From an optimization exercise on the open Yosys and OpenROAD flow, aimed at small area; shortcuts taken in it are not production practice. In this exercise RTL edits were held to simulation tests only and were not proved equivalent to the original. Power and IR drop assume default switching activity.

==> 12-27 <==
## pcs_rx_top
module pcs_rx_top (
	input wire logic                    clk,
	input wire logic                    rst_i,
	input wire logic                    blk_v_i,
	input wire logic [2-1:0]  head_i,
	input wire logic [64-1:0]  data_i,
	input wire logic                    hold_i,  
	output logic                        ovf_o,   
	output logic                        blk_v_o,
	output logic                        ctrl_v_o,
	output logic                        idle_v_o,
	output logic [((0) ? 1 : 2)-1:0] start_v_o,
	output logic                        term_v_o,
	output logic                        err_v_o,
	output logic                        ord_v_o,
	output logic [64-1:0]      data_o,
	output logic [(64 / 8)-1:0]      keep_o
);
make LEC_CHECK=0 CAP_MARGIN=20 CORE_MARGIN=2 CORE_UTILIZATION=40 CTS_BUF_LIST=sky130_fd_sc_hd__clkbuf_16 CTS_CLUSTER_DIAMETER=60 CTS_CLUSTER_SIZE=30 SLEW_MARGIN=20 finish   # period 4.0 ns
run.sh (not shown) runs the stock make flow with config.mk's settings and CLKGATE_MAP_FILE= SYNTH_SCRIPT=/design/flow/synth_recipe.tcl, a recipe that flattens the netlist after the stock synthesis.
==> 02-18 (differences from 12-27) <==
ABC_AREA = 1   (was default)
CTS_BUF_LIST = default   (was sky130_fd_sc_hd__clkbuf_16)
CTS_CLUSTER_DIAMETER = default   (was 60)
CTS_CLUSTER_SIZE = default   (was 30)
==> notes.md <==
item                                                         12-27           02-18
Result of the run                                   finished clean  finished clean
Number of placement rows                                        92              93
Net count reported at finish                                  1631            2017
Non-CTS buffers                                                167             175
Flip-flop and latch area                                20500 um^2      20500 um^2
Share of cell area taken by flip-flops and latches           0.695           0.664
Final core utilization                                       0.471           0.480
Sum of buffers and inverters on the critical path                1               2
Worst-margin pin slew                                      1.11 ns        0.954 ns
Post-synthesis xor/xnor area fraction                       0.0447          0.0431
Detailed-placement wirelength estimate                    33200 um        35200 um
First-pass GRT wire length                                83100 um        86900 um
Worst R2R Start                                           occ_q[7]        occ_q[1]
Seq pwr share                                                0.592           0.501
Via count of the first global-routing pass                   13000           14300

==> inputs of try-indigo <==
Starting RTL as in the previous note.
==> module pcs_rx_top, before the edit <==
module pcs_rx_top (
	input wire logic                    clk,
	input wire logic                    rst_i,
	input wire logic                    blk_v_i,
	input wire logic [2-1:0]  head_i,
	input wire logic [64-1:0]  data_i,
	input wire logic                    hold_i,  
	output logic                        ovf_o,   
	output logic                        blk_v_o,
	output logic                        ctrl_v_o,
	output logic                        idle_v_o,
	output logic [((0) ? 1 : 2)-1:0] start_v_o,
	output logic                        term_v_o,
	output logic                        err_v_o,
	output logic                        ord_v_o,
	output logic [64-1:0]      data_o,
	output logic [(64 / 8)-1:0]      keep_o
);
localparam int DW    = 64;
localparam int HW    = 2;
localparam int BW    = HW + DW;
localparam int DEPTH = 8;
localparam int HIST_W = 58;
localparam int TAP_N  = 39;
logic [HIST_W-1:0]    hist_q;
logic                 clr_q;
logic [HIST_W-1:0]    hist;
logic [HIST_W+DW-1:0] stream;
logic [DW-1:0]        descr;
assign hist   = hist_q & {HIST_W{~clr_q}};
assign stream = {data_i, hist};
always_comb begin
	for (int i = 0; i < DW; i++) begin
		descr[i] = stream[HIST_W + i] ^ stream[HIST_W - TAP_N + i] ^ stream[i];
	end
end
always_ff @(posedge clk) begin
	if (blk_v_i) hist_q <= data_i[DW-1:DW-HIST_W];
end
always_ff @(posedge clk) begin
	clr_q <= rst_i | (clr_q & ~blk_v_i);
end
logic [BW-1:0]    mem [DEPTH];  
logic [DEPTH-1:0] occ_q;        
logic             pend_q;       
logic             drop_q;       
logic             rd_v_q;
logic [BW-1:0]    rd_blk_q;
logic             rd_en;
logic             full_nx;      
logic             shift;
logic             wr;
logic [DEPTH-1:0] sel;          
logic [BW-1:0]    rd_mux;
assign rd_en   = (occ_q[1] | (occ_q[0] & ~pend_q)) & ~hold_i;
assign full_nx = occ_q[DEPTH-1] & ~rd_en;
assign shift   = blk_v_i & ~full_nx;
assign wr      = shift & ~rst_i;
always_ff @(posedge clk) begin
	if (shift) begin
		mem[0] <= {head_i, descr};
		for (int j = 1; j < DEPTH; j++) mem[j] <= mem[j-1];
	end
end
always_ff @(posedge clk) begin
	if (rst_i) begin
		occ_q  <= '0;
		pend_q <= 1'b0;
		drop_q <= 1'b0;
		ovf_o  <= 1'b0;
		rd_v_q <= 1'b0;
	end else begin
		case ({wr, rd_en})
			2'b10:   occ_q <= {occ_q[DEPTH-2:0], 1'b1};
			2'b01:   occ_q <= {1'b0, occ_q[DEPTH-1:1]};
			default: occ_q <= occ_q;
		endcase
		pend_q <= wr;
		drop_q <= blk_v_i & full_nx;
		ovf_o  <= drop_q;
		rd_v_q <= rd_en;
	end
end
always_comb begin
	for (int j = 0; j < DEPTH; j++) begin
		sel[j] = occ_q[j] & ~((j < DEPTH-1) ? occ_q[(j+1) % DEPTH] : 1'b0);
	end
	rd_mux = '0;
	for (int j = 0; j < DEPTH; j++) begin
		rd_mux = rd_mux | (mem[j] & {BW{sel[j]}});
	end
end
always_ff @(posedge clk) begin
	rd_blk_q <= rd_mux;
end
logic          blk_v_q;
logic [HW-1:0] head_q;
logic [DW-1:0] data_q;
logic [7:0]    bt;
logic          hd, hc;
logic          idle_t, ord_t, st0_t, st4_t, term_t, known;
always_ff @(posedge clk) begin
	if (rst_i) blk_v_q <= 1'b0;
	else       blk_v_q <= rd_v_q;
end
always_ff @(posedge clk) begin
	head_q <= rd_blk_q[BW-1 -: HW];
	data_q <= rd_blk_q[DW-1:0];
end
assign bt     = data_q[7:0];
assign hd     = head_q == 2'b01;
assign hc     = head_q == 2'b10;
assign idle_t = bt == 8'h1e;
assign ord_t  = bt == 8'h4b;
assign st0_t  = bt == 8'h78;
assign st4_t  = bt == 8'h33;
assign term_t = bt == 8'h87 | bt == 8'h99 | bt == 8'haa | bt == 8'hb4 |
                bt == 8'hcc | bt == 8'hd2 | bt == 8'he1 | bt == 8'hff;
assign known  = idle_t | ord_t | st0_t | st4_t | term_t;
assign ctrl_v_o     = blk_v_q & ~hd;
assign idle_v_o     = blk_v_q & hc & idle_t;
assign ord_v_o      = blk_v_q & hc & ord_t;
assign start_v_o[0] = blk_v_q & hc & st0_t;
assign start_v_o[1] = blk_v_q & hc & st4_t;
assign term_v_o     = blk_v_q & hc & term_t;
assign err_v_o      = blk_v_q & ~hd & ~(hc & known);
assign blk_v_o      = blk_v_q;
assign data_o       = data_q;
assign keep_o[0] = bt[6] | bt[5] | bt[4];
assign keep_o[1] = bt[6] | bt[5];
assign keep_o[2] = bt[6] | (bt[5] & bt[4]);
assign keep_o[3] = bt[6];
assign keep_o[4] = bt[6] & (bt[5] | bt[4]);
assign keep_o[5] = bt[6] & bt[5];
assign keep_o[6] = bt[6] & bt[5] & bt[4];
assign keep_o[7] = 1'b0;
endmodule
Settings: LEC_CHECK=0, CAP_MARGIN=20, CORE_MARGIN=2, CORE_UTILIZATION=60, SLEW_MARGIN=20; clock period 4.0 ns.
standard.sh (not shown) runs the stock make flow with config.mk's settings and CLKGATE_MAP_FILE= SYNTH_SCRIPT=/design/flow/synth_recipe.tcl, a recipe that flattens the netlist after the stock synthesis.
==> flow/flow/run.sh <==
#!/bin/bash
# The standard layout, with two changes: ports are buffered with the
# smallest buffer, and the clock tree uses fewer, smaller buffers and no
# dummy loads. ORFS writes each step's log under orfs/logs; the make output
# goes to flow.log here.
set -euo pipefail
export BUFFER_PORTS_ARGS="-buffer_cell sky130_fd_sc_hd__buf_1"
export CTS_ARGS="-sink_clustering_enable -repair_clock_nets -dont_use_dummy_load -buf_list sky130_fd_sc_hd__clkbuf_4 -sink_clustering_size 10 -sink_clustering_max_diameter 40"
bash standard.sh > flow.log 2>&1
==> try-maple: changes against try-indigo <==
==> flow/run.sh (new file) <==
#!/bin/bash
# synth_recipe.tcl (not shown) runs the flow's synth.tcl, then flattens the netlist and writes it again
# the make line also repeats each setting of config.mk as NAME=value (left out here)
make -C /OpenROAD-flow-scripts/flow DESIGN_CONFIG=/design/flow/config.mk WORK_HOME=/design/flow/orfs CLKGATE_MAP_FILE= SYNTH_SCRIPT=/design/flow/synth_recipe.tcl finish
Settings changed: CORE_UTILIZATION 60 to 40, CTS_BUF_LIST from default to sky130_fd_sc_hd__clkbuf_8, CTS_CLUSTER_DIAMETER from default to 50, CTS_CLUSTER_SIZE from default to 16.
removed: flow/flow/run.sh
removed: flow/standard.sh
==> try-amber: changes against try-indigo <==
--- a/flow/design.v
+++ b/flow/design.v
@@ -28,8 +28,5 @@
 logic [HIST_W-1:0]    hist_q;
-logic                 clr_q;
-logic [HIST_W-1:0]    hist;
 logic [HIST_W+DW-1:0] stream;
 logic [DW-1:0]        descr;
-assign hist   = hist_q & {HIST_W{~clr_q}};
-assign stream = {data_i, hist};
+assign stream = {data_i, hist_q};
 always_comb begin
@@ -39,8 +36,6 @@
 end
-always_ff @(posedge clk) begin
-	if (blk_v_i) hist_q <= data_i[DW-1:DW-HIST_W];
-end
-always_ff @(posedge clk) begin
-	clr_q <= rst_i | (clr_q & ~blk_v_i);
-end
+hold_reg #(.W(HIST_W)) hist_reg (
+	.clk(clk), .ld(blk_v_i & ~rst_i), .keep(~blk_v_i & ~rst_i),
+	.d(data_i[DW-1:DW-HIST_W]), .q(hist_q)
+);
 logic [BW-1:0]    mem [DEPTH];  
@@ -61,7 +56,11 @@
 assign wr      = shift & ~rst_i;
-always_ff @(posedge clk) begin
-	if (shift) begin
-		mem[0] <= {head_i, descr};
-		for (int j = 1; j < DEPTH; j++) mem[j] <= mem[j-1];
+logic [BW-1:0] mem_d [DEPTH];
+assign mem_d[0] = {head_i, descr};
+for (genvar j = 0; j < DEPTH; j++) begin : g_mem
+	if (j > 0) begin : g_sh
+		assign mem_d[j] = mem[j-1];
 	end
+	hold_reg #(.W(BW)) entry (
+		.clk(clk), .ld(shift), .keep(~shift), .d(mem_d[j]), .q(mem[j])
+	);
 end
@@ -90,6 +89,12 @@
 	end
-	rd_mux = '0;
-	for (int j = 0; j < DEPTH; j++) begin
-		rd_mux = rd_mux | (mem[j] & {BW{sel[j]}});
-	end
+end
+for (genvar b = 0; b < BW; b++) begin : g_rd
+	logic [2:0] y;
+	aoi222 g0 (.a0(mem[0][b]), .s0(sel[0]), .a1(mem[1][b]), .s1(sel[1]),
+	           .a2(mem[2][b]), .s2(sel[2]), .y(y[0]));
+	aoi222 g1 (.a0(mem[3][b]), .s0(sel[3]), .a1(mem[4][b]), .s1(sel[4]),
+	           .a2(mem[5][b]), .s2(sel[5]), .y(y[1]));
+	assign y[2] = ~(y[0] & y[1]);
+	ao221  g2 (.a0(mem[6][b]), .s0(sel[6]), .a1(mem[7][b]), .s1(sel[7]), .c(y[2]),
+	           .y(rd_mux[b]));
 end
@@ -141 +146,28 @@
 `default_nettype wire
+`default_nettype none
+module aoi222 (
+	input  wire logic a0, s0, a1, s1, a2, s2,
+	output logic      y
+);
+assign y = ~((a0 & s0) | (a1 & s1) | (a2 & s2));
+endmodule
+module ao221 (
+	input  wire logic a0, s0, a1, s1, c,
+	output logic      y
+);
+assign y = (a0 & s0) | (a1 & s1) | c;
+endmodule
+module hold_reg #(
+	parameter int W = 1
+) (
+	input  wire logic         clk,
+	input  wire logic         ld,
+	input  wire logic         keep,
+	input  wire logic [W-1:0] d,
+	output logic      [W-1:0] q
+);
+always_ff @(posedge clk) begin
+	q <= (d & {W{ld}}) | (q & {W{keep}});
+end
+endmodule
+`default_nettype wire
--- a/flow/flow/run.sh
+++ b/flow/flow/run.sh
@@ -7,2 +7,3 @@
 export BUFFER_PORTS_ARGS="-buffer_cell sky130_fd_sc_hd__buf_1"
+export RECOVER_POWER=100
 export CTS_ARGS="-sink_clustering_enable -repair_clock_nets -dont_use_dummy_load -buf_list sky130_fd_sc_hd__clkbuf_4 -sink_clustering_size 10 -sink_clustering_max_diameter 40"
Settings changed: CORE_UTILIZATION 60 to 50, SYNTH_HIERARCHICAL from default to 1, SYNTH_MINIMUM_KEEP_SIZE from default to 0.
==> notes <==
- The highest power belongs to try-maple, the lowest to try-indigo.
- In try-amber the combinational power is larger than in try-indigo, by about 120%.
- In register-to-register slack, try-maple and try-indigo hardly differ.
- Sequential power is about the same in try-maple and try-amber.
- Worst setup slack, lowest first: try-maple, try-amber, try-indigo.
- Of try-indigo and try-amber, try-amber has the higher first-iteration DRC count (gap about 40%, measured against try-amber).
- In sequential cell count, try-indigo and try-maple do not differ.
- try-amber ran to the end with violations: max-capacitance violations, max-slew violations. try-maple went through all stages and came out clean. try-indigo completed without violations.
- In try-amber the final area is smaller than in try-maple, by 10%.
- The highest via count belongs to try-amber, the lowest to try-maple.
- Core utilization: try-indigo > try-amber > try-maple.

-- port drivers added, routing unchanged --
No port has a modelled driver above. Below, the same layouts with a new extraction and two added sets of constraints. Step 1 (the two cells are an assumption about what drives the block):
set clk [get_ports {clk}]
set_driving_cell -lib_cell sky130_fd_sc_hd__clkbuf_16 $clk
set_driving_cell -lib_cell sky130_fd_sc_hd__buf_2 [delete_from_list [all_inputs] $clk]
Step 2 times the ports against the registers' clock, not the clock port: input delays grow and output delays shrink by t, the midpoint of the rising clock arrivals with the driver on. Three values: no drivers, after step 1, after step 2; two values: the first two.
run | t, ns | setup WS [ns] | worst hold slack (ns) | worst setup path at the end | latest minus earliest clock arrival (ns)
12-27 | 0.661 | 0.420 / 0.358 / 0.988 | 0.332 / 0.332 / 0.332 | input to register | 0.035 / 0.036
02-18 | 0.665 | 0.814 / 0.758 / 0.969 | 0.325 / 0.325 / 0.325 | input to register | 0.027 / 0.027
try-indigo | 0.834 | 0.667 / 0.614 / 1.298 | 0.178 / 0.165 / 0.311 | input to register | 0.100 / 0.100
try-maple | 0.732 | 0.339 / 0.278 / 0.990 | 0.332 / 0.332 / 0.332 | input to register | 0.051 / 0.051
try-amber | 0.879 | 0.531 / 0.512 / 0.014 | 0.183 / 0.147 / 0.276 | input to register | 0.117 / 0.117
For try-amber, which loses most, drivers alone change the setup slack by -0.019 ns; drivers and shift together by -0.517 ns.
